This design comes from an exercise in tuning for small area, a short achievable clock period and few clock cycles on the open sky130 flow, not from production work.
In this exercise RTL edits were held to simulation tests only and were not proved equivalent to the original.
Power figures rest on the tool's default switching activity, not on a simulated workload.

===== flow/flow/run.sh =====
#!/bin/bash
set -uo pipefail
export SETUP_SLACK_MARGIN=6.0
export BUFFER_PORTS_ARGS="-buffer_cell sky130_fd_sc_hd__buf_2"
bash standard.sh > standard.log 2>&1

===== flow/standard.sh =====
#!/bin/bash
# synth_recipe.tcl (not shown) runs the flow's synth.tcl, then flattens the netlist and writes it again
# the make line also repeats each setting of config.mk as NAME=value (left out here)
make -C /OpenROAD-flow-scripts/flow DESIGN_CONFIG=/design/flow/config.mk WORK_HOME=/design/flow/orfs CLKGATE_MAP_FILE= SYNTH_SCRIPT=/design/flow/synth_recipe.tcl "${@:-finish}"

===== flow/config.mk =====
export PLATFORM = sky130hd
export DESIGN_NAME = mips_chip
export DESIGN_NICKNAME = mips_chip
export VERILOG_FILES = /design/flow/design.v
export SDC_FILE = /design/flow/constraint.sdc
export NUM_CORES = 8
export LEC_CHECK = 0
export ABC_CLOCK_PERIOD_IN_PS = 3500
export CAP_MARGIN = 20
export CORE_MARGIN = 2
export CORE_UTILIZATION = 45
export CTS_CLUSTER_DIAMETER = 100
export CTS_CLUSTER_SIZE = 30
export SLEW_MARGIN = 20

===== flow/constraint.sdc =====
create_clock -name core_clock -period 10.0 [get_ports {clk}]
set_input_delay 2.0000 -clock core_clock [delete_from_list [all_inputs] [get_ports {clk}]]
set_output_delay 2.0000 -clock core_clock [all_outputs]
set_load 0.01 [all_outputs]

===== flow/design.v =====
package mips_pkg;
	typedef enum logic [5:0] {
		OP_RTYPE = 6'b000000,
		OP_J     = 6'b000010,
		OP_BEQ   = 6'b000100,
		OP_ADDI  = 6'b001000,
		OP_SLTI  = 6'b001010,
		OP_ANDI  = 6'b001100,
		OP_ORI   = 6'b001101,
		OP_XORI  = 6'b001110,
		OP_LW    = 6'b100011,
		OP_SW    = 6'b101011
	} opcode_e;
	typedef enum logic [5:0] {
		FN_SLL = 6'b000000,
		FN_SRL = 6'b000010,
		FN_SRA = 6'b000011,
		FN_ADD = 6'b100000,
		FN_SUB = 6'b100010,
		FN_AND = 6'b100100,
		FN_OR  = 6'b100101,
		FN_XOR = 6'b100110,
		FN_NOR = 6'b100111,
		FN_SLT = 6'b101010
	} funct_e;
	typedef enum logic [3:0] {
		ALU_AND = 4'd0,
		ALU_OR  = 4'd1,
		ALU_ADD = 4'd2,
		ALU_SUB = 4'd3,
		ALU_SLT = 4'd4,
		ALU_NOR = 4'd5,
		ALU_XOR = 4'd6,
		ALU_SLL = 4'd7,
		ALU_SRA = 4'd8,
		ALU_SRL = 4'd9
	} alu_op_e;
	typedef struct packed {
		logic reg_dst;
		logic alu_src;
		logic mem_read;
		logic mem_write;
		logic mem_to_reg;
		logic reg_write;
		logic is_branch;
		logic is_jump;
	} ctrl_t;
	typedef struct packed {
		logic [32-1:0] pc4;
		logic [32-1:0] instr;
	} if_id_t;
	typedef struct packed {
		ctrl_t            ctrl;
		alu_op_e          alu_op;
		logic [32-1:0] op_a;
		logic [32-1:0] op_b;
		logic [32-1:0] imm;
		logic [4:0]       shamt;
		logic [4:0]       rt;
		logic [4:0]       rd;
	} id_ex_t;
	typedef struct packed {
		ctrl_t            ctrl;
		logic [32-1:0] alu_res;
		logic [32-1:0] store_data;
		logic [4:0]       dst;
	} ex_mem_t;
endpackage
`timescale 1ns/1ns
module mips_chip (
	input  logic                clk,
	input  logic                rst_n,
	output logic                mem_read_D,
	output logic                mem_write_D,
	output logic [28-1:0] mem_addr_D,
	output logic [128-1:0]  mem_wdata_D,
	input  logic [128-1:0]  mem_rdata_D,
	input  logic                mem_ready_D,
	output logic                mem_read_I,
	output logic [28-1:0] mem_addr_I,
	input  logic [128-1:0]  mem_rdata_I,
	input  logic                mem_ready_I,
	output logic [30-1:0] DCACHE_addr_o,
	output logic [32-1:0]    DCACHE_wdata_o,
	output logic                DCACHE_wen_o
);
	logic [29:0]  pc_q;           
	logic         fd_v;
	logic [29:0]  fd_pc4;
	logic [31:0]  fd_ir;
	logic         de_v, de_wr, de_ld, de_st, de_beq;
	logic [4:0]   de_dst;
	logic [31:0]  de_a, de_b;
	logic [31:0]  de_bi;          
	logic         de_fbmi, de_fbmin;
	logic [4:0]   de_sh;
	logic         de_fam, de_famn, de_fbm;
	logic         de_sub, de_subn;
	logic [3:0]   de_kind;        
	logic [1:0]   de_lop;         
	logic [1:0]   de_sop;         
	logic         em_v, em_wr, em_ld, em_st;
	logic [4:0]   em_dst;
	logic [31:0]  em_res, em_sd;
	logic         em_new, lpend_q;
	logic         drdy_r;         
	logic [31:0]  ldw;            
	logic         freeze;         
	logic         dstall;         
	assign freeze = dstall;
	logic [25:0]  it_q [4];
	logic [3:0]   iv_q;
	logic [127:0] il_q [4];
	logic [3:0]   ij_q [4];       
	logic         ireq_q;
	logic [27:0]  iaddr_q;
	logic [1:0]   fidx;
	logic         dem_q, pc_jump, fd_jp;
	logic         ihit, ibyp, fok, irdy;
	logic [31:0]  finstr, cinstr, binstr;
	logic [29:0]  pc_inc, pc_pred;
	logic         fj, cj;
	logic [27:0]  pline, nline;
	logic         inew, pf_want;
	logic [9:0]   nlo;
	logic [27:0]  inaddr;
	assign fidx   = pc_q[3:2];
	assign ihit   = iv_q[fidx] && (it_q[fidx] == pc_q[29:4]);
	assign irdy   = ireq_q && mem_ready_I;
	assign ibyp   = dem_q && mem_ready_I;
	always_comb begin
		cinstr = '0;
		cj     = 1'b0;
		for (int l = 0; l < 4; l++) begin
			for (int w = 0; w < 4; w++) begin
				cinstr = cinstr | (il_q[l][w*32 +: 32] & {32{fidx == l && pc_q[1:0] == w}});
				cj     = cj | (ij_q[l][w] && fidx == l && pc_q[1:0] == w);
			end
		end
	end
	assign binstr = mem_rdata_I[pc_q[1:0]*32 +: 32];
	assign finstr = ibyp ? binstr : cinstr;
	assign fok    = ihit | ibyp;
	assign pc_inc = pc_q + 30'd1;
	assign fj     = !dem_q && cj;
	assign pc_pred = fj ? {pc_inc[29:26], cinstr[25:0]} : pc_inc;
	assign pline = pc_q[29:2];
	assign nline = pline + 28'd1;
	assign nlo   = pc_q[11:2] + 10'd1;
	assign pf_want = !(iv_q[nlo[1:0]] && it_q[nlo[1:0]] == {pc_q[29:12], nlo[9:2]}) &&
		!(irdy && iaddr_q[9:0] == nlo);
	assign inew  = !fok || pf_want;
	assign inaddr = fok ? nline : pline;
	assign mem_read_I = ireq_q;
	assign mem_addr_I = iaddr_q;
	always_ff @(posedge clk or negedge rst_n) begin
		if (!rst_n) begin
			ireq_q <= 1'b0;
			iv_q   <= '0;
			dem_q  <= 1'b0;
		end else begin
			if (!ireq_q || irdy) begin
				dem_q <= inew && !fok && !pc_jump;
			end else begin
				dem_q <= (dem_q || (!fok && iaddr_q == pline)) && !pc_jump;
			end
			if (irdy) begin
				iv_q[iaddr_q[1:0]] <= 1'b1;
			end
			if (!ireq_q || irdy) begin
				ireq_q <= inew;
				if (inew) begin
					iv_q[inaddr[1:0]] <= 1'b0;
				end
			end
		end
	end
	always_ff @(posedge clk) begin
		if (!ireq_q || irdy) begin
			iaddr_q <= inaddr;
		end
		if (ireq_q) begin
			it_q[iaddr_q[1:0]] <= iaddr_q[27:2];
			il_q[iaddr_q[1:0]] <= mem_rdata_I;
			for (int w = 0; w < 4; w++) begin
				ij_q[iaddr_q[1:0]][w] <= (mem_rdata_I[w*32+26 +: 6] == 6'b000010);
			end
		end
	end
	logic [5:0]  op, fn;
	logic [4:0]  rs, rt, rd;
	logic        r_ok, r_shift, i_alu, i_log, is_lw, is_sw, is_beq;
	logic        d_wr, use_rs, use_rt, d_sub;
	logic [4:0]  d_dst;
	logic        load_use, ex_redir, id_jr;
	assign op = fd_ir[31:26];
	assign fn = fd_ir[5:0];
	assign rs = fd_ir[25:21];
	assign rt = fd_ir[20:16];
	assign rd = fd_ir[15:11];
	always_comb begin
		r_ok = 1'b0;
		if (op == 6'h00) begin
			case (fn)
				6'h20, 6'h22, 6'h24, 6'h25, 6'h26, 6'h27, 6'h2A, 6'h00, 6'h02, 6'h03: r_ok = 1'b1;
				default: r_ok = 1'b0;
			endcase
		end
	end
	assign r_shift = (op == 6'h00) && (fn[5:2] == 4'b0000);
	assign i_log   = (op == 6'h0C) || (op == 6'h0D) || (op == 6'h0E);
	assign i_alu   = (op == 6'h08) || (op == 6'h0A) || i_log;
	assign is_lw   = (op == 6'h23);
	assign is_sw   = (op == 6'h2B);
	assign is_beq  = (op == 6'h04);
	assign d_dst   = r_ok ? rd : rt;
	assign d_wr    = (r_ok || i_alu || is_lw) && (d_dst != 5'd0);
	assign use_rs  = (r_ok && !r_shift) || i_alu || is_lw || is_sw || is_beq;
	assign use_rt  = r_ok || is_sw || is_beq;
	assign d_sub   = (r_ok && (fn == 6'h22 || fn == 6'h2A)) || op == 6'h0A;
	assign id_jr    = fd_v && !fd_jp && (op == 6'b000010);
	assign pc_jump  = !freeze && (ex_redir || id_jr);
	assign load_use = de_v && de_ld && de_wr &&
		((use_rs && rs == de_dst) || (use_rt && rt == de_dst));
	logic [31:1][31:0] rf;
	logic [31:1] rfv_q;
	logic [31:1] rs_sel, rt_sel;
	logic        rf_we;
	logic [31:0] rf_a, rf_b, id_a, id_b, id_a2, id_b2, m_val;
	logic        fw_a, fw_b;
	assign rf_we = em_v && em_wr;
	always_ff @(posedge clk) begin
		for (int i = 1; i < 32; i++) begin
			if (rf_we && em_dst == i) begin
				rf[i] <= m_val;
			end
		end
	end
	always_ff @(posedge clk or negedge rst_n) begin
		if (!rst_n) begin
			rfv_q <= '0;
		end else if (rf_we) begin
			rfv_q[em_dst] <= 1'b1;
		end
	end
	always_comb begin
		rf_a = '0;
		rf_b = '0;
		for (int i = 1; i < 32; i++) begin
			rs_sel[i] = (rs == i) && rfv_q[i];
			rt_sel[i] = (rt == i) && rfv_q[i];
			rf_a = rf_a | (rf[i] & {32{rs_sel[i]}});
			rf_b = rf_b | (rf[i] & {32{rt_sel[i]}});
		end
	end
	assign id_a = rf_a;
	assign id_b = rf_b;
	assign fw_a = em_v && em_wr && em_dst == rs;
	assign fw_b = em_v && em_wr && em_dst == rt;
	assign id_a2 = fw_a ? m_val : id_a;
	assign id_b2 = fw_b ? m_val : id_b;
	logic [29:0] ex_bt;
	logic [31:0] subv;
	logic [32:0] sfull;
	logic        eq_ab, eq_mb, eq_am;
	logic [31:0] kg [6];
	logic [31:0] kp [6];
	logic [31:0] ex_a, ex_b, alu_b, alu_bx, sum, lres, sres, sin, sout, ex_res;
	logic        lt;
	assign ex_a = {de_fam ? em_res[31:16] : de_a[31:16], de_famn ? de_a[15:0] : em_res[15:0]};
	assign ex_b = de_fbm ? em_res : de_b;
	assign ex_bt  = de_bi[29:0];
	assign subv   = {{16{de_sub}}, {16{!de_subn}}};
	assign alu_bx = {de_fbmi ? (em_res[31:16] ^ subv[31:16]) : de_bi[31:16],
		de_fbmin ? de_bi[15:0] : (em_res[15:0] ^ subv[15:0])};
	assign alu_b  = alu_bx;
	always_comb begin
		kg[0] = ex_a & alu_bx;
		kp[0] = ex_a ^ alu_bx;
		kg[0][0] = kg[0][0] | (kp[0][0] & de_sub);
		for (int l = 0; l < 5; l++) begin
			for (int i = 0; i < 32; i++) begin
				if (i >= (1 << l)) begin
					kg[l+1][i] = kg[l][i] | (kp[l][i] & kg[l][i - (1 << l)]);
					kp[l+1][i] = kp[l][i] & kp[l][i - (1 << l)];
				end else begin
					kg[l+1][i] = kg[l][i];
					kp[l+1][i] = kp[l][i];
				end
			end
		end
		sum = kp[0] ^ {kg[5][30:0], de_sub};
	end
	assign lt     = (ex_a[31] == alu_bx[31]) ? ex_a[31] : sum[31];
	always_comb begin
		case (de_lop)
			2'd0:    lres = ex_a & alu_b;
			2'd1:    lres = ex_a | alu_b;
			2'd2:    lres = ex_a ^ alu_b;
			default: lres = ~(ex_a | alu_b);
		endcase
	end
	always_comb begin
		for (int i = 0; i < 32; i++) begin
			sin[i] = (de_sop == 2'd0) ? alu_b[31-i] : alu_b[i];
		end
		sfull = $signed({(de_sop == 2'd3) && alu_b[31], sin}) >>> de_sh;
		sout  = sfull[31:0];
		for (int i = 0; i < 32; i++) begin
			sres[i] = (de_sop == 2'd0) ? sout[31-i] : sout[i];
		end
	end
	assign ex_res = (sum & {32{de_kind[0]}}) | (lres & {32{de_kind[1]}}) |
		{31'd0, lt && de_kind[2]} | (sres & {32{de_kind[3]}});
	assign eq_ab = (de_a == de_b);
	assign eq_mb = (em_res == de_b);
	assign eq_am = (de_a == em_res);
	assign ex_redir = de_v && de_beq &&
		(de_fam ? (de_fbm || eq_mb) : (de_fbm ? eq_am : eq_ab));
	always_ff @(posedge clk or negedge rst_n) begin
		if (!rst_n) begin
			pc_q <= '0;
			fd_v <= 1'b0;
			de_v <= 1'b0;
			em_v <= 1'b0;
		end else if (!freeze) begin
			em_v <= de_v;
			if (ex_redir) begin
				pc_q <= ex_bt;
				fd_v <= 1'b0;
				de_v <= 1'b0;
			end else if (id_jr) begin
				pc_q <= {fd_pc4[29:26], fd_ir[25:0]};
				fd_v <= 1'b0;
				de_v <= fd_v;
			end else if (load_use) begin
				de_v <= 1'b0;
			end else begin
				de_v <= fd_v;
				fd_v <= fok;
				if (fok) begin
					pc_q <= pc_pred;
				end
			end
		end
	end
	always_ff @(posedge clk) begin
		if (!freeze) begin
			em_wr  <= de_wr;
			em_ld  <= de_ld;
			em_st  <= de_st;
			em_dst <= de_dst;
			em_res <= ex_res;
			em_sd  <= ex_b;
			if (!load_use) begin
				fd_pc4 <= pc_inc;
				fd_ir  <= finstr;
				fd_jp  <= fj;
			end
			begin
				de_wr     <= d_wr;
				de_ld     <= is_lw;
				de_st     <= is_sw;
				de_beq    <= is_beq;
				de_dst    <= d_dst;
				de_a      <= id_a2;
				de_b      <= id_b2;
				de_sh     <= fd_ir[10:6];
				de_bi     <= is_beq ? {2'b00, fd_pc4 + {{14{fd_ir[15]}}, fd_ir[15:0]}} :
					((r_ok ? id_b2 : (i_log ? {16'd0, fd_ir[15:0]} : {{16{fd_ir[15]}}, fd_ir[15:0]})) ^
					{32{d_sub}});
				de_fbmi   <= r_ok && de_v && de_wr && de_dst == rt;
				de_fbmin  <= !(r_ok && de_v && de_wr && de_dst == rt);
				de_fam    <= de_v && de_wr && de_dst == rs;
				de_famn   <= !(de_v && de_wr && de_dst == rs);
				de_fbm    <= de_v && de_wr && de_dst == rt;
				de_sub    <= d_sub;
				de_subn   <= !d_sub;
				de_kind   <= r_ok ? (r_shift ? 4'b1000 : (fn == 6'h2A ? 4'b0100 :
					(fn[5:2] == 4'b1001 ? 4'b0010 : 4'b0001))) :
					(op == 6'h0A ? 4'b0100 : (i_log ? 4'b0010 : 4'b0001));
				de_lop    <= r_ok ? fn[1:0] : op[1:0];
				de_sop    <= fn[1:0];
			end
		end
	end
	logic [27:0]  dt_q [2];
	logic [1:0]   dv_q, dd_q;
	logic [127:0] dl_q [2];
	logic         lru_q;          
	logic         vw_q;           
	logic         vdirty, wl0_q, wl1_q, wh0_q, wh1_q;
	logic [27:0]  maddr_q;        
	logic         drd_q, dwr_q;
	logic [27:0]  fs_la;
	logic [1:0]   fs_w;
	logic [31:0]  fs_sd;
	logic         fs_st;
	logic [3:0]   fs_mask;        
	logic         merge, same_em;
	logic [3:0]   dsel [2];       
	logic [27:0]  mla;
	logic         dh0, dh1, dhit, macc, st_hit, hway, vsel, busy, start_m;
	logic [31:0]  mword;
	logic         drdy_w;
	logic [127:0] fill;
	assign busy  = drd_q || dwr_q;
	assign mla   = em_res[31:4];
	assign dh0   = dv_q[0] && (dt_q[0] == mla);
	assign dh1   = dv_q[1] && (dt_q[1] == mla);
	assign dhit  = dh0 || dh1;
	assign hway  = dh1;
	always_comb begin
		mword = '0;
		for (int w = 0; w < 4; w++) begin
			mword = mword | (dl_q[0][w*32 +: 32] & {32{dh0 && em_res[3:2] == w}})
				| (dl_q[1][w*32 +: 32] & {32{dh1 && em_res[3:2] == w}});
		end
	end
	assign macc    = em_v && (em_ld || em_st);
	assign same_em = (mla == fs_la);
	assign merge   = em_v && em_st && fs_st && drd_q && same_em;
	always_comb begin
		for (int w = 0; w < 2; w++) begin
			for (int k = 0; k < 4; k++) begin
				dsel[w][k] = ((st_hit && hway == w) || (merge && vw_q == w)) && em_res[3:2] == k;
			end
		end
	end
	assign dstall  = macc && !dhit && (busy || em_ld) && !(lpend_q && drdy_r) && !merge;
	assign start_m = macc && !dhit && !busy;
	assign st_hit  = em_v && em_st && dhit;
	assign vsel  = !dv_q[0] ? 1'b0 : (!dv_q[1] ? 1'b1 : lru_q);
	assign vdirty = dv_q[vsel] && dd_q[vsel];
	assign drdy_r = drd_q && mem_ready_D;
	assign ldw    = mem_rdata_D[fs_w*32 +: 32];
	assign m_val  = lpend_q ? ldw : (em_ld ? mword : em_res);
	assign drdy_w = dwr_q && mem_ready_D;
	always_comb begin
		fill = mem_rdata_D;
		if (fs_st) begin
			fill[fs_w*32 +: 32] = fs_sd;
		end
	end
	assign mem_read_D  = drd_q;
	assign mem_write_D = dwr_q;
	assign mem_addr_D  = maddr_q;
	assign mem_wdata_D = {({64{wh0_q}} & dl_q[0][127:64]) | ({64{wh1_q}} & dl_q[1][127:64]),
		({64{wl0_q}} & dl_q[0][63:0]) | ({64{wl1_q}} & dl_q[1][63:0])};
	always_ff @(posedge clk or negedge rst_n) begin
		if (!rst_n) begin
			wl0_q <= 1'b0;
			wl1_q <= 1'b0;
		end else if (start_m) begin
			wl0_q <= !vsel;
			wl1_q <= vsel;
		end
	end
	always_ff @(posedge clk) begin
		if (start_m) begin
			wh0_q <= !vsel;
			wh1_q <= vsel;
			maddr_q <= vdirty ? dt_q[vsel] : mla;
		end else if (drdy_w) begin
			maddr_q <= fs_la;
		end
	end
	always_ff @(posedge clk or negedge rst_n) begin
		if (!rst_n) begin
			dv_q    <= '0;
			lru_q   <= 1'b0;
			drd_q   <= 1'b0;
			dwr_q   <= 1'b0;
			lpend_q <= 1'b0;
			em_new  <= 1'b0;
		end else begin
			em_new <= !freeze;
			if (start_m && em_ld) begin
				lpend_q <= 1'b1;
			end
			if (start_m) begin
				dv_q[vsel] <= 1'b0;
				if (vdirty) begin
					dwr_q <= 1'b1;
				end else begin
					drd_q <= 1'b1;
				end
			end
			if (drdy_w) begin
				dwr_q <= 1'b0;
				drd_q <= 1'b1;
			end
			if (drdy_r) begin
				drd_q      <= 1'b0;
				dv_q[vw_q] <= 1'b1;
				lru_q      <= !vw_q;
				lpend_q    <= 1'b0;
			end else if (macc && dhit) begin
				lru_q <= !hway;
			end
		end
	end
	always_ff @(posedge clk) begin
		if (start_m) begin
			vw_q  <= vsel;
			fs_la <= mla;
			fs_w  <= em_res[3:2];
			fs_sd <= em_sd;
			fs_st <= em_st;
			fs_mask <= 4'b0000;
		end else if (merge) begin
			fs_mask[em_res[3:2]] <= 1'b1;
		end
		for (int w = 0; w < 2; w++) begin
			for (int k = 0; k < 4; k++) begin
				if (dsel[w][k] || (drd_q && vw_q == w && !fs_mask[k])) begin
					dl_q[w][k*32 +: 32] <= dsel[w][k] ? em_sd : fill[k*32 +: 32];
				end
			end
		end
		if (drd_q) begin
			dt_q[vw_q] <= fs_la;
		end
		if (st_hit) begin
			dd_q[hway] <= 1'b1;
		end
		if (drdy_r) begin
			dd_q[vw_q] <= fs_st;
		end
	end
	assign DCACHE_wen_o   = em_v && em_st && em_new;
	assign DCACHE_addr_o  = em_res[31:2];
	assign DCACHE_wdata_o = em_sd;
endmodule

==> results of run 1 <==
## report_power, final
group	leakage, nW	switching (W)	total [W]	internal, W
clock network	1.69	0.00347	0.00568	0.00221
registers	22.8	0.00161	0.0153	0.0137
logic	21.5	0.00975	0.0151	0.00533
## worst register-to-register path, delay by kind of cell, from the launching register on
kind                   cells  cell delay [ns]
AND/OR/NAND/NOR            4             1.24
flip-flops                 1             0.59
AO/OA/AOI/OAI              4             1.14
buffers and inverters      1             0.70
multiplexers               1             0.29
## sequential cells by signal (all words and copies together) (netlist names), 30 cells and up
| register | cells |
|---|---|
| rf | 992 |
| il_q | 512 |
| dl_q | 256 |
| it_q | 104 |
| dt_q | 56 |
| de_a | 32 |
| de_b | 32 |
| de_bi | 32 |
| em_res | 32 |
| em_sd | 32 |
| fd_ir | 32 |
| fs_sd | 32 |
| rfv_q | 31 |
| fd_pc4 | 30 |
| pc_q | 30 |
## how the worst min path moves through the flow
stage | from | end | slack (ns) | depth (start not counted)
finish | rfv_q[18] | rfv_q[18] | 0.50 | 1
global route | rfv_q[10] | rfv_q[10] | 0.53 | 1
CTS | rfv_q[18] | rfv_q[18] | 0.50 | 1
detailed placement | de_ld | em_ld | 0.46 | 0
global placement | de_ld | em_ld | 0.45 | 0
floorplan | de_st | em_st | 0.40 | 0
## metrics by stage
stage          area, sq um  total power [W]
3_5_place_dp        121000           0.0287
5_1_grt             130000           0.0371
4_1_cts             128000           0.0351
3_3_place_gp        121000           0.0285
2_1_floorplan       116000           0.0232
6_report            130000           0.0361
## repair_timing
| item | CTS | global route |
|---|---|---|
| endpoints found under the setup margin | 2131 | 692 |
| pin swaps | 65 | 83 |
| gates resized for setup | 355 | 168 |
| setup buffers | 119 | 69 |
| cloned | 21 | 15 |
## per-layer routing
| metal | vias to the layer above | share of wire | GRT usage |
|---|---|---|---|
| li1 | 35700 | - | - |
| met3 | 2527 | 0.16 | 0.144 |
| met4 | 84 | 0.087 | 0.245 |
| met1 | 46100 | 0.34 | 0.489 |
| met5 | - | 0.0011 | 0 |
| met2 | 9742 | 0.41 | 0.552 |
## cell families (layout without fill, tap and decap cells)
logic type	count (synthesis)	count (layout)	share of synthesized area
buf+inv	961	1277	0.0340
simple gates	1836	1838	0.0752
fa+ha+maj	123	123	0.0135
other cells	0	37	0
flops	2402	2402	0.621
xor+xnor	415	415	0.0315
compound gates	2754	2754	0.174
mux	370	370	0.0517
## synthesized netlist by cell type, drive strengths merged (12+ instances only)
cell type,count,area share
o21ai,246,0.011
buf,168,0.0079
and3,114,0.0062
mux2i,114,0.0099
o21bai,16,0.0010
nand4,170,0.0092
nor3b,12,0.00078
nand2,405,0.013
a22o,514,0.039
nand2b,34,0.0018
mux2,96,0.011
and2,51,0.0028
a31oi,31,0.0017
or2,14,0.00076
xnor2,232,0.018
nand3,179,0.0078
mux4,160,0.031
o21a,45,0.0029
xor2,183,0.014
nor2,625,0.020
ha,118,0.013
clkbuf,641,0.021
a22oi,660,0.043
a221oi,385,0.029
nor4,59,0.0034
edfxtp,2317,0.60
or3,12,0.00065
a21o,51,0.0033
inv,151,0.0049
dfrtp,79,0.017
nor3,103,0.0045
a21oi,563,0.024
a222oi,69,0.0060
o211ai,37,0.0024
nor2b,19,0.0010
o31ai,42,0.0027
## cell type report
type / count / share of cell area
Tap cell: 3384 / 0.0325
Timing Repair inverter: 1 / 0.0000577
Multi-Input combinational cell: 5500 / 0.325
Antenna cell: 37 / 0.000711
Timing Repair Buffer: 940 / 0.0590
Clock buffer: 131 / 0.0213
Clock inverter: 53 / 0.00588
Sequential cell: 2402 / 0.551
Inverter: 152 / 0.00453
==> impl_results.html, run 1 <==
<table>
<tr><th>Metric</th><th>Value</th></tr>
<tr><th colspan="2">Run status</th></tr>
<tr><td>Run status</td><td>complete, no violations</td></tr>
<tr><th colspan="2">Pwr</th></tr>
<tr><td>Power density over the cells</td><td>about 280 mW/mm^2</td></tr>
<tr><td>Worst vdd rail ir drop</td><td>about 190 uV</td></tr>
<tr><td>Static power due to leakage</td><td>roughly 46 nW</td></tr>
<tr><th colspan="2">Timing</th></tr>
<tr><td>Fin Setup TNS</td><td>0 ns</td></tr>
<tr><td>Number of endpoints failing setup at the final stage</td><td>0</td></tr>
<tr><td>Worst Tran Pin Value</td><td>approximately 1.2 ns</td></tr>
<tr><td>Maximum achievable frequency</td><td>roughly 0.23 GHz</td></tr>
<tr><td>Max Slew Vio Count</td><td>0</td></tr>
<tr><td>Fin Hold WS</td><td>approximately 0.5 ns</td></tr>
<tr><td>Final Hold Violating Endpoints</td><td>0</td></tr>
<tr><td>Setup WS post-layout</td><td>5.71 ns</td></tr>
<tr><td>Unrepaired setup endpoints after global routing</td><td>yes</td></tr>
<tr><td>Clk_skew</td><td>about 0.076 ns</td></tr>
<tr><td>Final worst-path cycle share</td><td>0.429</td></tr>
<tr><td>Final critical-path required period</td><td>between 4 and 5 ns</td></tr>
<tr><td>Relative slew margins</td><td>0.179</td></tr>
<tr><th colspan="2">Clocking</th></tr>
<tr><td>Maximum level of the CTS H-tree</td><td>3</td></tr>
<tr><td>CTS tree</td><td>built</td></tr>
<tr><td>Clk sinks</td><td>2402</td></tr>
<tr><td>Clock Root Buffer</td><td>sky130_fd_sc_hd__clkbuf_16</td></tr>
<tr><td>Skew-Pair Late Insertion Delay</td><td>around 0.87 ns</td></tr>
<tr><td>Number of buffers inserted for hold repair after clock tree synthesis</td><td>0</td></tr>
<tr><td>Largest buffer count on any clock path</td><td>3</td></tr>
<tr><td>TritonCTS Buffers</td><td>between 100 and 150</td></tr>
<tr><td>Clock input transition at the sequential cells of the worst setup and hold paths</td><td>between 0.1 and 0.15 ns</td></tr>
<tr><th colspan="2">Worst setup path</th></tr>
<tr><td>Endpoint class of the critical path</td><td>primary output</td></tr>
<tr><td>Highest fanout seen on the critical path</td><td>6</td></tr>
<tr><td>CP startpoint kind</td><td>flop</td></tr>
<tr><td>Worst reg2reg setup slack</td><td>~5.7 ns</td></tr>
<tr><td>Reg-to-Reg End</td><td>de_bi[25]</td></tr>
<tr><td>Worst EP required</td><td>about 8 ns</td></tr>
<tr><td>End point of the critical path</td><td>mem_wdata_D[42]</td></tr>
<tr><td>Critical Path, Cell by Cell</td><td>buf_12, buf_16, a22o_4, buf_6</td></tr>
<tr><td>Worst endpoint data arrival time</td><td>between 2 and 2.5 ns</td></tr>
<tr><td>Launching element of the worst setup path</td><td>wl1_q</td></tr>
<tr><td>Type of the worst setup path</td><td>flop to primary output</td></tr>
<tr><td>Worst reg-to-reg path cell count</td><td>10</td></tr>
<tr><td>Count of buffering cells on the critical path with inverters included</td><td>3</td></tr>
<tr><td>Standard cell with the maximum stage delay on the critical path</td><td>sky130_fd_sc_hd__dfrtp_4</td></tr>
<tr><td>Kind of cell adding the most delay to the critical path</td><td>flip-flops</td></tr>
<tr><td>Worst path max stage delay</td><td>roughly 0.63 ns</td></tr>
<tr><td>Total stage count of the critical path</td><td>4</td></tr>
<tr><td>Start of the worst register-to-register path</td><td>fd_ir[17]</td></tr>
<tr><th colspan="2">Logic synthesis</th></tr>
<tr><td>Top_reg_cell synth</td><td>sky130_fd_sc_hd__edfxtp_1</td></tr>
<tr><td>Number of flops mapped to enable cells by yosys</td><td>~2300</td></tr>
<tr><td>Mean post-synth cell area</td><td>between 10 and 15 sq um</td></tr>
<tr><td>Syn_nets</td><td>9242</td></tr>
<tr><td>Syn. warnings</td><td>5</td></tr>
<tr><td>Proportion of register bits with asynchronous set or reset after synthesis</td><td>0.0329</td></tr>
<tr><td>Register area share after synthesis</td><td>0.621</td></tr>
<tr><td>Netlist area before placement</td><td>0.116 sq mm</td></tr>
<tr><td>Register bit count reported by yosys</td><td>roughly 2400</td></tr>
<tr><td>Unique masters post-synth</td><td>92</td></tr>
<tr><td>Count of mapped cells out of synthesis</td><td>a little under 9000</td></tr>
<tr><th colspan="2">Die</th></tr>
<tr><td>Core ar.</td><td>approximately 0.26 sq mm</td></tr>
<tr><td>Initial cell density of the core</td><td>0.451</td></tr>
<tr><td>DIE WIDTH</td><td>between 500 and 600 um</td></tr>
<tr><td>Die H</td><td>511 um</td></tr>
<tr><td>Top-Level Pins</td><td>510</td></tr>
<tr><td>Die footprint</td><td>approximately 0.26 sq mm</td></tr>
<tr><td>Rows</td><td>between 150 and 200</td></tr>
<tr><th colspan="2">Drt</th></tr>
<tr><td>Vias</td><td>roughly 94000</td></tr>
<tr><td>ANT nets after route</td><td>0</td></tr>
<tr><td>DRT Wirelength</td><td>roughly 530 mm</td></tr>
<tr><td>Average detailed-routed wire length per instance</td><td>between 40 and 50 um</td></tr>
<tr><td>1st-pass router iterations</td><td>13</td></tr>
<tr><td>First DRT Iteration DRCs</td><td>20700</td></tr>
<tr><td>Number of design rule violations left after detail routing</td><td>0</td></tr>
<tr><td>Vias/cell</td><td>between 7 and 8</td></tr>
<tr><th colspan="2">Finish</th></tr>
<tr><td>Sequential cell area in the final layout</td><td>slightly above 0.07 sq mm</td></tr>
<tr><td>Finished Core Util</td><td>0.509</td></tr>
<tr><td>Number of fill cells</td><td>21800</td></tr>
<tr><td>Number of nets in the layout</td><td>around 9500</td></tr>
<tr><td>Leading cell type in the layout, fill and taps excluded</td><td>sky130_fd_sc_hd__edfxtp_1</td></tr>
<tr><td>Area delta synth-&gt;final</td><td>12.7%</td></tr>
<tr><td>Top library cells by usage in the layout, fill and taps aside</td><td>2317 x sky130_fd_sc_hd__edfxtp_1, 660 x sky130_fd_sc_hd__a22oi_1, 583 x sky130_fd_sc_hd__nor2_1</td></tr>
<tr><td>Final Non-Filler Cells</td><td>12600</td></tr>
<tr><td>Fraction of final layout cells sized beyond drive strength 1</td><td>0.192</td></tr>
<tr><td>Area used by multi-input combinational logic</td><td>approximately 0.042 sq mm</td></tr>
<tr><th colspan="2">Placement</th></tr>
<tr><td># port buffers</td><td>about 500</td></tr>
<tr><td>DPL Wire Length</td><td>between 300 and 400 mm</td></tr>
<tr><td>Placed Cells incl. Taps</td><td>~12000</td></tr>
<tr><td>Pre-CTS setup slack</td><td>around 4.5 ns</td></tr>
<tr><td>RePlAce Congestion</td><td>1.02</td></tr>
<tr><th colspan="2">Run</th></tr>
<tr><td>Number of max-capacitance violations reported</td><td>0</td></tr>
<tr><th colspan="2">GRT</th></tr>
<tr><td>Overall overflow remaining after global route</td><td>0</td></tr>
<tr><td>Number of global-route vias before repair</td><td>roughly 87000</td></tr>
<tr><td>Global-route wire length before repair</td><td>around 710 mm</td></tr>
<tr><td>Largest net degree at the start of global routing</td><td>between 100 and 150</td></tr>
<tr><td>Global routing usage summed across all routing layers</td><td>0.384</td></tr>
<tr><td>Initial antenna violation count</td><td>between 70 and 80</td></tr>
<tr><th colspan="2">Hold path</th></tr>
<tr><td>Worst min-delay path class</td><td>flop to flop</td></tr>
</table>
Testbench counts, summed over its fixed seeds: cycles 84,889.
==> run 2, diff against run 1 <==
--- a/flow/config.mk
+++ b/flow/config.mk
@@ -11,4 +11,4 @@
 export CORE_UTILIZATION = 45
-export CTS_CLUSTER_DIAMETER = 100
-export CTS_CLUSTER_SIZE = 30
+export CTS_CLUSTER_DIAMETER = 80
+export CTS_CLUSTER_SIZE = 20
 export SLEW_MARGIN = 20
==> impl_results.html, run 2 <==
<table>
<tr><th>Metric</th><th>Value</th></tr>
<tr><th colspan="2">Timing</th></tr>
<tr><td>Fin Hold WS</td><td>about 0.47 ns</td></tr>
<tr><td>Relative slew margins</td><td>0.169</td></tr>
<tr><td>Clk_skew</td><td>0.0807 ns</td></tr>
<tr><td>Max Slew Vio Count</td><td>0</td></tr>
<tr><td>Final Hold Violating Endpoints</td><td>0</td></tr>
<tr><td>Number of endpoints failing setup at the final stage</td><td>0</td></tr>
<tr><td>Fin Setup TNS</td><td>0 ns</td></tr>
<tr><td>Maximum achievable frequency</td><td>approximately 0.23 GHz</td></tr>
<tr><td>Final critical-path required period</td><td>4.26 ns</td></tr>
<tr><td>Worst Tran Pin Value</td><td>1.24 ns</td></tr>
<tr><td>Unrepaired setup endpoints after global routing</td><td>yes</td></tr>
<tr><td>Final worst-path cycle share</td><td>0.426</td></tr>
<tr><th colspan="2">Die</th></tr>
<tr><td>Rows</td><td>186</td></tr>
<tr><td>Initial cell density of the core</td><td>0.451</td></tr>
<tr><td>DIE WIDTH</td><td>around 510 um</td></tr>
<tr><td>Top-Level Pins</td><td>a little over 500</td></tr>
<tr><td>Die H</td><td>between 500 and 600 um</td></tr>
<tr><td>Die footprint</td><td>approximately 0.26 sq mm</td></tr>
<tr><td>Core ar.</td><td>about 0.26 sq mm</td></tr>
<tr><th colspan="2">Drt</th></tr>
<tr><td>1st-pass router iterations</td><td>14</td></tr>
<tr><td>Number of design rule violations left after detail routing</td><td>0</td></tr>
<tr><td>First DRT Iteration DRCs</td><td>around 21000</td></tr>
<tr><td>Average detailed-routed wire length per instance</td><td>about 42 um</td></tr>
<tr><td>Vias</td><td>between 90000 and 100k</td></tr>
<tr><td>Vias/cell</td><td>roughly 7.5</td></tr>
<tr><td>DRT Wirelength</td><td>527 mm</td></tr>
<tr><td>ANT nets after route</td><td>0</td></tr>
<tr><th colspan="2">Worst setup path</th></tr>
<tr><td>Launching element of the worst setup path</td><td>wh0_q</td></tr>
<tr><td>CP startpoint kind</td><td>flop</td></tr>
<tr><td>Type of the worst setup path</td><td>flop to primary output</td></tr>
<tr><td>Worst EP required</td><td>approximately 8 ns</td></tr>
<tr><td>Most frequent CP cell</td><td>sky130_fd_sc_hd__buf_6</td></tr>
<tr><td>End point of the critical path</td><td>mem_wdata_D[83]</td></tr>
<tr><td>Worst reg2reg setup slack</td><td>between 5 and 6 ns</td></tr>
<tr><td>Worst endpoint data arrival time</td><td>around 2.3 ns</td></tr>
<tr><td>Standard cell with the maximum stage delay on the critical path</td><td>sky130_fd_sc_hd__edfxtp_1</td></tr>
<tr><td>Critical Path, Cell by Cell</td><td>buf_6, buf_12, buf_4, buf_6, a22o_4, buf_6</td></tr>
<tr><td>Worst path max stage delay</td><td>slightly above 0.4 ns</td></tr>
<tr><td>Highest fanout seen on the critical path</td><td>8</td></tr>
<tr><td>Endpoint class of the critical path</td><td>primary output</td></tr>
<tr><td>Reg-to-Reg End</td><td>de_bi[25]</td></tr>
<tr><td>Start of the worst register-to-register path</td><td>fd_ir[18]</td></tr>
<tr><td>Kind of cell adding the most delay to the critical path</td><td>buffers and inverters</td></tr>
<tr><td>Count of buffering cells on the critical path with inverters included</td><td>5</td></tr>
<tr><td>Worst reg-to-reg path cell count</td><td>10</td></tr>
<tr><td>Total stage count of the critical path</td><td>6</td></tr>
<tr><th colspan="2">Clocking</th></tr>
<tr><td>Clock input transition at the sequential cells of the worst setup and hold paths</td><td>~0.080 ns</td></tr>
<tr><td>Skew-Pair Late Insertion Delay</td><td>0.90 ns</td></tr>
<tr><td>CTS tree</td><td>built</td></tr>
<tr><td>Clock Root Buffer</td><td>sky130_fd_sc_hd__clkbuf_16</td></tr>
<tr><td>Largest buffer count on any clock path</td><td>3</td></tr>
<tr><td>TritonCTS Buffers</td><td>149</td></tr>
<tr><td>Maximum level of the CTS H-tree</td><td>4</td></tr>
<tr><td>Clk sinks</td><td>between 2000 and 2500</td></tr>
<tr><th colspan="2">Finish</th></tr>
<tr><td>Number of fill cells</td><td>21700</td></tr>
<tr><td>Area delta synth-&gt;final</td><td>13.7%</td></tr>
<tr><td>Number of nets in the layout</td><td>9518</td></tr>
<tr><td>Leading cell type in the layout, fill and taps excluded</td><td>sky130_fd_sc_hd__edfxtp_1</td></tr>
<tr><td>Register with the most flip-flops</td><td>rf</td></tr>
<tr><td>Finished Core Util</td><td>0.513</td></tr>
<tr><td>Top library cells by usage in the layout, fill and taps aside</td><td>2317 x sky130_fd_sc_hd__edfxtp_1, 660 x sky130_fd_sc_hd__a22oi_1, 582 x sky130_fd_sc_hd__nor2_1</td></tr>
<tr><td>Fraction of final layout cells sized beyond drive strength 1</td><td>0.196</td></tr>
<tr><td>Post-route cell area</td><td>around 0.13 sq mm</td></tr>
<tr><td>Max FFs per register</td><td>992</td></tr>
<tr><th colspan="2">Logic synthesis</th></tr>
<tr><td>Area fraction in and, or, nand and nor cells after synthesis</td><td>0.0752</td></tr>
<tr><td>Count of mapped cells out of synthesis</td><td>between 8000 and 9000</td></tr>
<tr><td>Proportion of register bits with asynchronous set or reset after synthesis</td><td>0.0329</td></tr>
<tr><td>Cell type with the largest total area after synthesis</td><td>sky130_fd_sc_hd__edfxtp_1</td></tr>
<tr><td>Yosys top cell area share</td><td>0.602</td></tr>
<tr><td>XOR/XNOR Fraction of Synth Area</td><td>0.0315</td></tr>
<tr><td>Register area share after synthesis</td><td>0.621</td></tr>
<tr><td>Largest family of logic cells by synthesized area</td><td>compound AO/OA/AOI/OAI gates</td></tr>
<tr><td>Multiplexer area fraction after synthesis</td><td>0.0517</td></tr>
<tr><td>Syn_nets</td><td>between 9000 and 10000</td></tr>
<tr><td>Number of flops mapped to enable cells by yosys</td><td>~2300</td></tr>
<tr><td>Unique masters post-synth</td><td>92</td></tr>
<tr><td>Top cells by area in the synthesized netlist</td><td>sky130_fd_sc_hd__edfxtp_1 60%, sky130_fd_sc_hd__a22oi_1 4.3%, sky130_fd_sc_hd__a22o_1 3.9%</td></tr>
<tr><td>Complex-gate fraction of the synthesized area</td><td>0.174</td></tr>
<tr><td>Top_reg_cell synth</td><td>sky130_fd_sc_hd__edfxtp_1</td></tr>
<tr><td>Synth cell count leaders</td><td>2317 x sky130_fd_sc_hd__edfxtp_1, 660 x sky130_fd_sc_hd__a22oi_1, 625 x sky130_fd_sc_hd__nor2_1</td></tr>
<tr><td>Syn. warnings</td><td>5</td></tr>
<tr><td>Adder and majority gate portion of the synthesized area</td><td>0.0135</td></tr>
<tr><td>Register bit count reported by yosys</td><td>2402</td></tr>
<tr><td>Netlist area before placement</td><td>between 0.1 and 0.15 sq mm</td></tr>
<tr><td>Mean post-synth cell area</td><td>between 10 and 15 sq um</td></tr>
<tr><td>Most frequently used cell type in the post-synthesis netlist</td><td>sky130_fd_sc_hd__edfxtp_1</td></tr>
<tr><th colspan="2">GRT</th></tr>
<tr><td>Global routing usage summed across all routing layers</td><td>0.386</td></tr>
<tr><td>Number of global-route vias before repair</td><td>~87000</td></tr>
<tr><td>Global-route wire length before repair</td><td>just over 700 mm</td></tr>
<tr><td>Overall overflow remaining after global route</td><td>0</td></tr>
<tr><td>Largest net degree at the start of global routing</td><td>between 100 and 150</td></tr>
<tr><td>Initial antenna violation count</td><td>69</td></tr>
<tr><th colspan="2">Pwr</th></tr>
<tr><td>Static power due to leakage</td><td>around 46 nW</td></tr>
<tr><td>Clock network power share</td><td>0.179</td></tr>
<tr><td>Combinational fraction of design power</td><td>0.407</td></tr>
<tr><td>Psw</td><td>roughly 0.015 W</td></tr>
<tr><td>Share of total power in sequential cells</td><td>0.414</td></tr>
<tr><td>Power density over the cells</td><td>282 mW/mm^2</td></tr>
<tr><td>Switch share</td><td>0.404</td></tr>
<tr><td>Worst vdd rail ir drop</td><td>175 uV</td></tr>
<tr><td>Final total power</td><td>between 0.03 and 0.04 W</td></tr>
<tr><td>Cell Int Power</td><td>about 0.022 W</td></tr>
<tr><th colspan="2">Run status</th></tr>
<tr><td>Run status</td><td>complete, no violations</td></tr>
<tr><th colspan="2">Hold path</th></tr>
<tr><td>Worst min-delay path class</td><td>flop to flop</td></tr>
<tr><td>Worst hold path depth</td><td>0</td></tr>
<tr><th colspan="2">Placement</th></tr>
<tr><td># port buffers</td><td>just over 500</td></tr>
<tr><td>RePlAce Congestion</td><td>about 1</td></tr>
<tr><td>DPL Wire Length</td><td>309 mm</td></tr>
<tr><td>Total cell area at the placement stage</td><td>0.121 sq mm</td></tr>
<tr><th colspan="2">Run</th></tr>
<tr><td>Number of max-capacitance violations reported</td><td>0</td></tr>
</table>
==> run 2: cell types whose count changed in the layout (fill, tap and decap cells not counted), moves of 4 or more <==
cell,previous run,this run
sky130_fd_sc_hd__a311o_2,2,6
sky130_fd_sc_hd__xnor2_2,4,0
sky130_fd_sc_hd__buf_4,293,281
sky130_fd_sc_hd__a311o_1,9,5
sky130_fd_sc_hd__a21oi_1,539,535
sky130_fd_sc_hd__clkbuf_1,24,33
sky130_fd_sc_hd__xnor2_1,228,232
sky130_fd_sc_hd__buf_6,111,115
sky130_fd_sc_hd__clkbuf_16,116,157
==> run 2: repair_timing <==
action,CTS,global route
hold buffers,0,0
setup buffers,110,71
gates cloned,22,11
resized for setup,375,172
endpoints found under the setup margin,2121,918
pin swaps,64,86
==> run 2: worst min path at each step <==
stage                     start  endpoint  slack [ns]
after floorplan           de_st     em_st        0.40
after global placement    de_ld     em_ld        0.45
after detailed placement  de_ld     em_ld        0.46
after CTS                 de_ld     em_ld        0.46
after global routing      de_ld     em_ld        0.48
final                     de_ld     em_ld        0.47
==> run 2: area by class of cell <==
cell class,instances,area (sq um),share of cell area
Timing Repair Buffer,932,7670,0.0584
Tap cell,3384,4230,0.0322
Clock inverter,45,654,0.00498
Sequential cell,2402,71700,0.546
Timing Repair inverter,2,15.0,0.000114
Inverter,152,589,0.00449
Multi-Input combinational cell,5498,42400,0.323
Antenna cell,35,87.6,0.000667
Clock buffer,187,3960,0.0301
==> run 2: routing by layer <==
metal	track usage	vias up	wire [um]
met5	0.00164	-	712
met1	0.488	46100	179000
met2	0.550	9859	215000
met3	0.152	2497	85400
met4	0.250	92	47100
li1	-	35800	-
==> run 2: cell families (layout without fill, tap and decap cells) <==
| logic type | Yosys count | in the layout |
|---|---|---|
| AOI/OAI and AO/OA | 2754 | 2754 |
| DFF | 2402 | 2402 |
| and+or+nand+nor | 1836 | 1836 |
| buffers and inverters | 961 | 1318 |
| xor gates and xnor gates | 415 | 415 |
| muxes | 370 | 370 |
| adders and majority gates | 123 | 123 |
| other | 0 | 35 |
==> run 2: stage by stage <==
step	instances	setup WS [ns]
global placement	12200	4.57
detailed placement	12200	4.47
CTS	12500	5.70
floorplan	8861	4.15
global route	12600	5.69
finish	12600	5.74
==> run 2: worst reg2reg max path, delay by kind of cell, from the launching register on <==
family                 cells  cell delay (ns)
DFF                        1             0.69
buffers and inverters      1             0.73
AOI/OAI and AO/OA          4             1.04
muxes                      1             0.27
and+or+nand+nor            4             1.17
==> run 2: power by group through the flow <==
stage / logic, W / registers (W) / clock network, W
after floorplan: 0.00871 / 0.0145 / 0
after detailed placement: 0.0129 / 0.0158 / 0
after global routing: 0.0157 / 0.0154 / 0.00694
final: 0.0151 / 0.0153 / 0.00663
after global placement: 0.0128 / 0.0158 / 0
after CTS: 0.0141 / 0.0153 / 0.00661
==> run 3, diff against run 2 <==
==> flow/flow/run.sh (replaced) <==
#!/bin/bash
set -uo pipefail
export SETUP_SLACK_MARGIN=6.0
export BUFFER_PORTS_ARGS="-buffer_cell sky130_fd_sc_hd__buf_1"
bash standard.sh > standard.log 2>&1
==> impl_results.html, run 3 <==
<table>
<tr><th>Metric</th><th>Value</th></tr>
<tr><th colspan="2">Drt</th></tr>
<tr><td>First DRT Iteration DRCs</td><td>21700</td></tr>
<tr><td>Vias</td><td>about 94000</td></tr>
<tr><td>Average detailed-routed wire length per instance</td><td>approximately 42 um</td></tr>
<tr><td>DRT Wirelength</td><td>532 mm</td></tr>
<tr><td>Vias/cell</td><td>around 7.5</td></tr>
<tr><td>1st-pass router iterations</td><td>17</td></tr>
<tr><td>Met1 Wirelength</td><td>180 mm</td></tr>
<tr><td>Amount of wire on met2 after detailed routing</td><td>around 220 mm</td></tr>
<tr><td>Highest layer used for signal routing</td><td>met5</td></tr>
<tr><td>ANT nets after route</td><td>0</td></tr>
<tr><td>Routed wire length on met3</td><td>around 86 mm</td></tr>
<tr><td>Number of design rule violations left after detail routing</td><td>0</td></tr>
<tr><th colspan="2">Logic synthesis</th></tr>
<tr><td>Synth cell count leaders</td><td>2317 x sky130_fd_sc_hd__edfxtp_1, 660 x sky130_fd_sc_hd__a22oi_1, 625 x sky130_fd_sc_hd__nor2_1</td></tr>
<tr><td>Largest family of logic cells by synthesized area</td><td>compound AO/OA/AOI/OAI gates</td></tr>
<tr><td>Cell type with the largest total area after synthesis</td><td>sky130_fd_sc_hd__edfxtp_1</td></tr>
<tr><td>Complex-gate fraction of the synthesized area</td><td>0.174</td></tr>
<tr><td>Unique masters post-synth</td><td>92</td></tr>
<tr><td>Syn. warnings</td><td>5</td></tr>
<tr><td>Syn_nets</td><td>9242</td></tr>
<tr><td>Most frequently used cell type in the post-synthesis netlist</td><td>sky130_fd_sc_hd__edfxtp_1</td></tr>
<tr><td>Proportion of register bits with asynchronous set or reset after synthesis</td><td>0.0329</td></tr>
<tr><td>Count of mapped cells out of synthesis</td><td>8861</td></tr>
<tr><td>Adder and majority gate portion of the synthesized area</td><td>0.0135</td></tr>
<tr><td>Register bit count reported by yosys</td><td>between 2000 and 2500</td></tr>
<tr><td>Register area share after synthesis</td><td>0.621</td></tr>
<tr><td>Number of flops mapped to enable cells by yosys</td><td>2317</td></tr>
<tr><td>Netlist area before placement</td><td>between 0.1 and 0.15 sq mm</td></tr>
<tr><td>Area fraction in and, or, nand and nor cells after synthesis</td><td>0.0752</td></tr>
<tr><td>Mean post-synth cell area</td><td>13.0 sq um</td></tr>
<tr><td>XOR/XNOR Fraction of Synth Area</td><td>0.0315</td></tr>
<tr><td>Multiplexer area fraction after synthesis</td><td>0.0517</td></tr>
<tr><td>Top cells by area in the synthesized netlist</td><td>sky130_fd_sc_hd__edfxtp_1 60%, sky130_fd_sc_hd__a22oi_1 4.3%, sky130_fd_sc_hd__a22o_1 3.9%</td></tr>
<tr><td>Yosys top cell area share</td><td>0.602</td></tr>
<tr><td>Top_reg_cell synth</td><td>sky130_fd_sc_hd__edfxtp_1</td></tr>
<tr><th colspan="2">Die</th></tr>
<tr><td>Rows</td><td>approximately 190</td></tr>
<tr><td>DIE WIDTH</td><td>between 500 and 600 um</td></tr>
<tr><td>Core ar.</td><td>0.256 sq mm</td></tr>
<tr><td>Initial cell density of the core</td><td>0.451</td></tr>
<tr><td>Die footprint</td><td>approximately 0.26 sq mm</td></tr>
<tr><td>Top-Level Pins</td><td>about 500</td></tr>
<tr><td>Die H</td><td>511 um</td></tr>
<tr><th colspan="2">Timing</th></tr>
<tr><td>Final Hold Violating Endpoints</td><td>0</td></tr>
<tr><td>Number of endpoints failing setup at the final stage</td><td>0</td></tr>
<tr><td>Maximum achievable frequency</td><td>about 0.23 GHz</td></tr>
<tr><td>Fin Setup TNS</td><td>0 ns</td></tr>
<tr><td>Final worst-path cycle share</td><td>0.427</td></tr>
<tr><td>Final critical-path required period</td><td>approximately 4.3 ns</td></tr>
<tr><td>Unrepaired setup endpoints after global routing</td><td>yes</td></tr>
<tr><td>Relative slew margins</td><td>0.100</td></tr>
<tr><td>Clk_skew</td><td>between 0.06 and 0.07 ns</td></tr>
<tr><td>Worst Tran Pin Value</td><td>between 1 and 1.5 ns</td></tr>
<tr><td>Max Slew Vio Count</td><td>0</td></tr>
<tr><th colspan="2">GRT</th></tr>
<tr><td>Initial antenna violation count</td><td>50</td></tr>
<tr><td>Overall overflow remaining after global route</td><td>0</td></tr>
<tr><td>Global-route wire length before repair</td><td>approximately 710 mm</td></tr>
<tr><td>Largest net degree at the start of global routing</td><td>roughly 140</td></tr>
<tr><td>Number of global-route vias before repair</td><td>~87000</td></tr>
<tr><td>Global routing usage summed across all routing layers</td><td>0.385</td></tr>
<tr><th colspan="2">Run status</th></tr>
<tr><td>Run status</td><td>complete, no violations</td></tr>
<tr><th colspan="2">Pwr</th></tr>
<tr><td>Static power due to leakage</td><td>approximately 46 nW</td></tr>
<tr><td>Worst vdd rail ir drop</td><td>~280 uV</td></tr>
<tr><td>Power density over the cells</td><td>282 mW/mm^2</td></tr>
<tr><th colspan="2">Finish</th></tr>
<tr><td>Top library cells by usage in the layout, fill and taps aside</td><td>2317 x sky130_fd_sc_hd__edfxtp_1, 660 x sky130_fd_sc_hd__a22oi_1, 581 x sky130_fd_sc_hd__nor2_1</td></tr>
<tr><td>Number of fill cells</td><td>21700</td></tr>
<tr><td>Post-route cell area</td><td>approximately 0.13 sq mm</td></tr>
<tr><td>Finished Core Util</td><td>0.512</td></tr>
<tr><td>Register with the most flip-flops</td><td>rf</td></tr>
<tr><td>Max FFs per register</td><td>~990</td></tr>
<tr><td>Fraction of final layout cells sized beyond drive strength 1</td><td>0.155</td></tr>
<tr><td>Leading cell type in the layout, fill and taps excluded</td><td>sky130_fd_sc_hd__edfxtp_1</td></tr>
<tr><td>Number of nets in the layout</td><td>about 9500</td></tr>
<tr><td>Area delta synth-&gt;final</td><td>13.4%</td></tr>
<tr><th colspan="2">Worst setup path</th></tr>
<tr><td>Worst endpoint data arrival time</td><td>approximately 2.3 ns</td></tr>
<tr><td>End point of the critical path</td><td>mem_wdata_D[75]</td></tr>
<tr><td>CP startpoint kind</td><td>flop</td></tr>
<tr><td>Worst EP required</td><td>8.00 ns</td></tr>
<tr><td>Type of the worst setup path</td><td>flop to primary output</td></tr>
<tr><td>Highest fanout seen on the critical path</td><td>8</td></tr>
<tr><td>Start of the worst register-to-register path</td><td>em_res[20]</td></tr>
<tr><td>Endpoint class of the critical path</td><td>primary output</td></tr>
<tr><td>Launching element of the worst setup path</td><td>wh0_q</td></tr>
<tr><td>Worst reg-to-reg path cell count</td><td>15</td></tr>
<tr><td>Reg-to-Reg End</td><td>de_bi[0]</td></tr>
<tr><td>Worst reg2reg setup slack</td><td>about 6 ns</td></tr>
<tr><th colspan="2">Clocking</th></tr>
<tr><td>Maximum level of the CTS H-tree</td><td>4</td></tr>
<tr><td>Largest buffer count on any clock path</td><td>3</td></tr>
<tr><td>Clock Root Buffer</td><td>sky130_fd_sc_hd__clkbuf_16</td></tr>
<tr><td>Skew-Pair Late Insertion Delay</td><td>around 0.9 ns</td></tr>
<tr><td>CTS tree</td><td>built</td></tr>
<tr><td>Clk sinks</td><td>2402</td></tr>
<tr><td>Number of buffers inserted for hold repair after clock tree synthesis</td><td>0</td></tr>
<tr><td>TritonCTS Buffers</td><td>151</td></tr>
<tr><td>Clock input transition at the sequential cells of the worst setup and hold paths</td><td>approximately 0.09 ns</td></tr>
<tr><th colspan="2">Placement</th></tr>
<tr><td>DPL Wire Length</td><td>313 mm</td></tr>
<tr><td>RePlAce Congestion</td><td>between 1 and 1.5</td></tr>
<tr><td>Total cell area at the placement stage</td><td>~0.12 sq mm</td></tr>
<tr><td># port buffers</td><td>between 500 and 600</td></tr>
<tr><th colspan="2">Hold path</th></tr>
<tr><td>Worst min-delay path class</td><td>flop to flop</td></tr>
<tr><th colspan="2">Run</th></tr>
<tr><td>Number of max-capacitance violations reported</td><td>0</td></tr>
</table>
[run 3: critical path, stage by stage (launching register included)]
cell	delay [ns]
sky130_fd_sc_hd__edfxtp_1	0.50
sky130_fd_sc_hd__buf_12	0.21
sky130_fd_sc_hd__buf_16	0.19
sky130_fd_sc_hd__a22o_4	0.29
sky130_fd_sc_hd__buf_2	0.16
[run 3: cells by family after synthesis]
family	after synthesis
compound gates	2754
fa+ha+maj	123
mux	370
simple gates	1836
flops	2402
xor+xnor	415
buf+inv	961
[run 3: timing repair]
item	in CTS	in global routing
pin swaps	51	74
setup buffers	110	79
gates resized for setup	388	334
cloned	15	27
hold endpoints to repair	0	0
setup endpoints to repair	2186	764
[run 3: worst min-delay path by stage]
stage	slack (ns)	cells after the start	startpoint	endpoint
finish	0.42	0	de_st	em_st
floorplan	0.40	0	de_st	em_st
global placement	0.41	0	de_st	em_st
CTS	0.42	0	de_st	em_st
detailed placement	0.41	0	de_st	em_st
global route	0.45	0	de_st	em_st
[run 3: stage by stage]
step	hold WS, ns	total power, W	instances	worst slack (ns)
floorplan	0.400	0.0232	8861	4.15
global placement	0.412	0.0284	12200	4.43
detailed placement	0.408	0.0286	12200	4.34
CTS	0.425	0.0359	12500	5.71
global route	0.450	0.0380	12600	5.74
finish	0.420	0.0370	12600	5.73
[run 3: per-layer routing]
| metal | vias up | global-route usage |
|---|---|---|
| met5 | - | 0.00530 |
| met4 | 64 | 0.253 |
| met3 | 2543 | 0.147 |
| met2 | 9753 | 0.544 |
| met1 | 46400 | 0.492 |
| li1 | 35800 | - |
[run 3: area by class of cell]
type / instances / area (sq um) / area share
Timing Repair Buffer: 953 / 7350 / 0.0561
Clock inverter: 44 / 638 / 0.00487
Timing Repair inverter: 1 / 5.00 / 0.0000382
Clock buffer: 185 / 4030 / 0.0307
Multi-Input combinational cell: 5499 / 42400 / 0.324
Tap cell: 3384 / 4230 / 0.0323
Sequential cell: 2402 / 71700 / 0.547
Antenna cell: 29 / 72.6 / 0.000554
Inverter: 152 / 602 / 0.00459
[run 3: report_power, final]
group	total, W	internal (W)	switching [W]
Sequential	0.0153	0.0137	0.00161
Combinational	0.0149	0.00523	0.00969
Clock	0.00671	0.00304	0.00367
==> run 4, diff against run 3 <==
--- a/flow/config.mk
+++ b/flow/config.mk
@@ -10,3 +10,3 @@
 export CORE_MARGIN = 2
-export CORE_UTILIZATION = 45
+export CORE_UTILIZATION = 50
 export CTS_CLUSTER_DIAMETER = 80
==> impl_results.html, run 4 <==
<table>
<tr><th>Metric</th><th>Value</th></tr>
<tr><th colspan="2">Timing</th></tr>
<tr><td>Fin Setup TNS</td><td>0 ns</td></tr>
<tr><td>Max Slew Vio Count</td><td>0</td></tr>
<tr><td>Final critical-path required period</td><td>between 4 and 5 ns</td></tr>
<tr><td>Worst Tran Pin Value</td><td>approximately 1.2 ns</td></tr>
<tr><td>Final worst-path cycle share</td><td>0.427</td></tr>
<tr><td>Final Hold Violating Endpoints</td><td>0</td></tr>
<tr><td>Maximum achievable frequency</td><td>0.234 GHz</td></tr>
<tr><td>Relative slew margins</td><td>0.181</td></tr>
<tr><td>Fin Hold WS</td><td>0.477 ns</td></tr>
<tr><td>Unrepaired setup endpoints after global routing</td><td>yes</td></tr>
<tr><th colspan="2">Clocking</th></tr>
<tr><td>CTS tree</td><td>built</td></tr>
<tr><td>Skew-Pair Late Insertion Delay</td><td>0.91 ns</td></tr>
<tr><td>Clk sinks</td><td>roughly 2400</td></tr>
<tr><td>Largest buffer count on any clock path</td><td>3</td></tr>
<tr><th colspan="2">Run status</th></tr>
<tr><td>Run status</td><td>complete, no violations</td></tr>
<tr><th colspan="2">Logic synthesis</th></tr>
<tr><td>Syn_nets</td><td>9242</td></tr>
<tr><td>Register area share after synthesis</td><td>0.621</td></tr>
<tr><td>Cell type with the largest total area after synthesis</td><td>sky130_fd_sc_hd__edfxtp_1</td></tr>
<tr><td>Yosys top cell area share</td><td>0.602</td></tr>
<tr><td>Syn. warnings</td><td>5</td></tr>
<tr><td>Synth cell count leaders</td><td>2317 x sky130_fd_sc_hd__edfxtp_1, 660 x sky130_fd_sc_hd__a22oi_1, 625 x sky130_fd_sc_hd__nor2_1</td></tr>
<tr><td>Top_reg_cell synth</td><td>sky130_fd_sc_hd__edfxtp_1</td></tr>
<tr><td>Most frequently used cell type in the post-synthesis netlist</td><td>sky130_fd_sc_hd__edfxtp_1</td></tr>
<tr><td>Proportion of register bits with asynchronous set or reset after synthesis</td><td>0.0329</td></tr>
<tr><td>Unique masters post-synth</td><td>~90</td></tr>
<tr><td>Top cells by area in the synthesized netlist</td><td>sky130_fd_sc_hd__edfxtp_1 60%, sky130_fd_sc_hd__a22oi_1 4.3%, sky130_fd_sc_hd__a22o_1 3.9%</td></tr>
<tr><td>Register bit count reported by yosys</td><td>around 2400</td></tr>
<tr><td>Netlist area before placement</td><td>about 0.12 sq mm</td></tr>
<tr><th colspan="2">GRT</th></tr>
<tr><td>Initial antenna violation count</td><td>56</td></tr>
<tr><td>Global-route wire length before repair</td><td>~710 mm</td></tr>
<tr><td>Global routing usage summed across all routing layers</td><td>0.434</td></tr>
<tr><th colspan="2">Placement</th></tr>
<tr><td>DPL Wire Length</td><td>between 300 and 400 mm</td></tr>
<tr><td># port buffers</td><td>between 500 and 600</td></tr>
<tr><td>Placed Cells incl. Taps</td><td>about 12000</td></tr>
<tr><td>RePlAce Congestion</td><td>0.984</td></tr>
<tr><th colspan="2">Pwr</th></tr>
<tr><td>Clock network power share</td><td>0.179</td></tr>
<tr><td>Switch share</td><td>0.406</td></tr>
<tr><td>Power density over the cells</td><td>283 mW/mm^2</td></tr>
<tr><td>Worst vdd rail ir drop</td><td>about 200 uV</td></tr>
<tr><th colspan="2">Worst setup path</th></tr>
<tr><td>Kind of cell adding the most delay to the critical path</td><td>flip-flops</td></tr>
<tr><td>Highest fanout seen on the critical path</td><td>8</td></tr>
<tr><td>Count of buffering cells on the critical path with inverters included</td><td>3</td></tr>
<tr><td>CP startpoint kind</td><td>flop</td></tr>
<tr><td>Worst EP required</td><td>approximately 8.0 ns</td></tr>
<tr><td>Total stage count of the critical path</td><td>4</td></tr>
<tr><td>Endpoint class of the critical path</td><td>primary output</td></tr>
<tr><td>Worst endpoint data arrival time</td><td>around 2.3 ns</td></tr>
<tr><th colspan="2">Die</th></tr>
<tr><td>Top-Level Pins</td><td>between 500 and 600</td></tr>
<tr><td>Initial cell density of the core</td><td>0.502</td></tr>
<tr><td>Rows</td><td>around 180</td></tr>
<tr><td>Die H</td><td>between 400 and 500 um</td></tr>
<tr><td>Die footprint</td><td>around 0.23 sq mm</td></tr>
<tr><th colspan="2">Drt</th></tr>
<tr><td>First DRT Iteration DRCs</td><td>between 15000 and 20000</td></tr>
<tr><td>1st-pass router iterations</td><td>13</td></tr>
<tr><td>ANT nets after route</td><td>0</td></tr>
<tr><td>DRT Wirelength</td><td>530 mm</td></tr>
<tr><td>Vias</td><td>94200</td></tr>
<tr><td>Vias/cell</td><td>between 7 and 8</td></tr>
<tr><td>Number of design rule violations left after detail routing</td><td>0</td></tr>
<tr><th colspan="2">Finish</th></tr>
<tr><td>Sequential cell area in the final layout</td><td>between 0.07 and 0.08 sq mm</td></tr>
<tr><td>Final Non-Filler Cells</td><td>around 12000</td></tr>
<tr><td>Register with the most flip-flops</td><td>rf</td></tr>
<tr><td>Top library cells by usage in the layout, fill and taps aside</td><td>2317 x sky130_fd_sc_hd__edfxtp_1, 659 x sky130_fd_sc_hd__a22oi_1, 584 x sky130_fd_sc_hd__nor2_1</td></tr>
<tr><td>Number of fill cells</td><td>18600</td></tr>
<tr><td>Area used by multi-input combinational logic</td><td>roughly 0.042 sq mm</td></tr>
<tr><td>Number of nets in the layout</td><td>about 9600</td></tr>
<tr><td>Max FFs per register</td><td>slightly below 1000</td></tr>
<tr><td>Fraction of final layout cells sized beyond drive strength 1</td><td>0.156</td></tr>
<tr><td>Finished Core Util</td><td>0.567</td></tr>
<tr><th colspan="2">Run</th></tr>
<tr><td>Number of max-capacitance violations reported</td><td>0</td></tr>
<tr><th colspan="2">Hold path</th></tr>
<tr><td>Worst min-delay path class</td><td>flop to flop</td></tr>
</table>
[run 4: cell counts after synthesis]
No cell type changed its count.
[run 4: layout make-up]
type	instances	area share
sequential	2402	0.550
multi-input combinational	5499	0.323
timing repair buffer	969	0.0569
clock buffer	189	0.0298
tap	3026	0.0290
clock inverter	46	0.00541
inverter	152	0.00455
antenna	27	0.000518
timing repair inverter	5	0.000230
[run 4: power groups by stage]
stage               clock network, W  registers [W]  logic (W)
floorplan                          0         0.0145    0.00871
global placement                   0         0.0157     0.0128
detailed placement                 0         0.0157     0.0129
CTS                          0.00655         0.0152     0.0140
global route                 0.00689         0.0153     0.0156
finish                       0.00658         0.0153     0.0150
[run 4: path summary, 6_finish.rpt]
path	startpoint	end	slack, ns
worst max-delay path	wl1_q	mem_wdata_D[62]	5.73
worst min-delay path	de_ld	em_ld	0.48
worst max register to register	em_res[31]	de_bi[30]	5.87
worst min register to register	de_ld	em_ld	0.48
max in group asynchronous	rst_n	pc_q[0]	7.67
min in group asynchronous	rst_n	ireq_q	1.16
[run 4: logic make-up (layout without fill, tap and decap cells)]
| group | count (synthesis) | in the layout | synth area share |
|---|---|---|---|
| buffers and inverters | 961 | 1361 | 0.0340 |
| AND/OR/NAND/NOR | 1836 | 1837 | 0.0752 |
| multiplexers | 370 | 370 | 0.0517 |
| adder cells (fa/ha/maj) | 123 | 123 | 0.0135 |
| other | 0 | 27 | 0 |
| XOR/XNOR | 415 | 415 | 0.0315 |
| flip-flops | 2402 | 2402 | 0.621 |
| AO/OA/AOI/OAI | 2754 | 2754 | 0.174 |
[run 4: worst register-to-register path, stage by stage (launching register included)]
cell and delay, ns:
sky130_fd_sc_hd__edfxtp_1 0.39, sky130_fd_sc_hd__buf_4 0.19, sky130_fd_sc_hd__buf_6 0.16, sky130_fd_sc_hd__xnor2_1 0.19
sky130_fd_sc_hd__nand4_1 0.16, sky130_fd_sc_hd__or2_1 0.38, sky130_fd_sc_hd__nor4_2 0.34, sky130_fd_sc_hd__bufbuf_16 0.43
sky130_fd_sc_hd__a22oi_1 0.19, sky130_fd_sc_hd__and3_1 0.20, sky130_fd_sc_hd__a21oi_2 0.14, sky130_fd_sc_hd__buf_6 0.29
sky130_fd_sc_hd__a2bb2oi_2 0.48, sky130_fd_sc_hd__a21oi_1 0.17, sky130_fd_sc_hd__mux2i_1 0.14
[run 4: what timing repair did]
action | in CTS | in global routing
gates cloned | 25 | 21
gates resized for setup | 390 | 292
hold buffers | 0 | 0
buffers inserted | 123 | 71
endpoints found under the hold margin | 0 | 0
pin swaps | 73 | 95
endpoints found under the setup margin | 2027 | 941
[run 4: layer usage]
| metal | vias to the layer above | track usage | wire length, um |
|---|---|---|---|
| li1 | 35800 | - | - |
| met1 | 46200 | 0.550 | 178000 |
| met2 | 9556 | 0.617 | 216000 |
| met3 | 2500 | 0.178 | 87500 |
| met4 | 76 | 0.272 | 47800 |
| met5 | - | 0 | 652 |
[run 4: stage by stage]
stage               area (sq um)  power [W]
CTS                       128000     0.0358
global placement          120000     0.0285
detailed placement        120000     0.0287
finish                    130000     0.0368
floorplan                 116000     0.0232
global route              130000     0.0379

## port drivers added, routing unchanged
The results above use ideal ports. As a check the final layouts listed here were re-extracted and re-timed, cells and wires unchanged.
Step 1: set_driving_cell puts a clkbuf_16 on clk and a buf_2 on each other input, an assumption about the parent block.
Step 2 moves the port delays by t, midway between the first and last clock arrival at a register: inputs arrive t later, outputs are due t later. That takes back most of the time a late clock gives input paths.
Slacks: ideal ports / drivers / drivers and shift; pairs: ideal ports / drivers.
run	shift t [ns]	setup slack, ns	worst setup path after step 2	slew at the worst register clock pin (ns)	worst slew at a driven data input, ns
run 1	0.928	5.713 / 5.614 / 5.305	input to register	0.12 / 0.12	0.14
run 2	0.966	5.739 / 5.634 / 5.468	input to register	0.10 / 0.10	0.15
run 3	0.960	5.735 / 5.639 / 5.296	input to register	0.10 / 0.10	0.18
run 4	0.972	5.729 / 5.636 / 5.200	input to register	0.10 / 0.10	0.30
After both steps setup and hold are still met in every run listed. For run 4, which loses most, drivers alone change the setup slack by -0.093 ns; drivers and shift together by -0.529 ns.
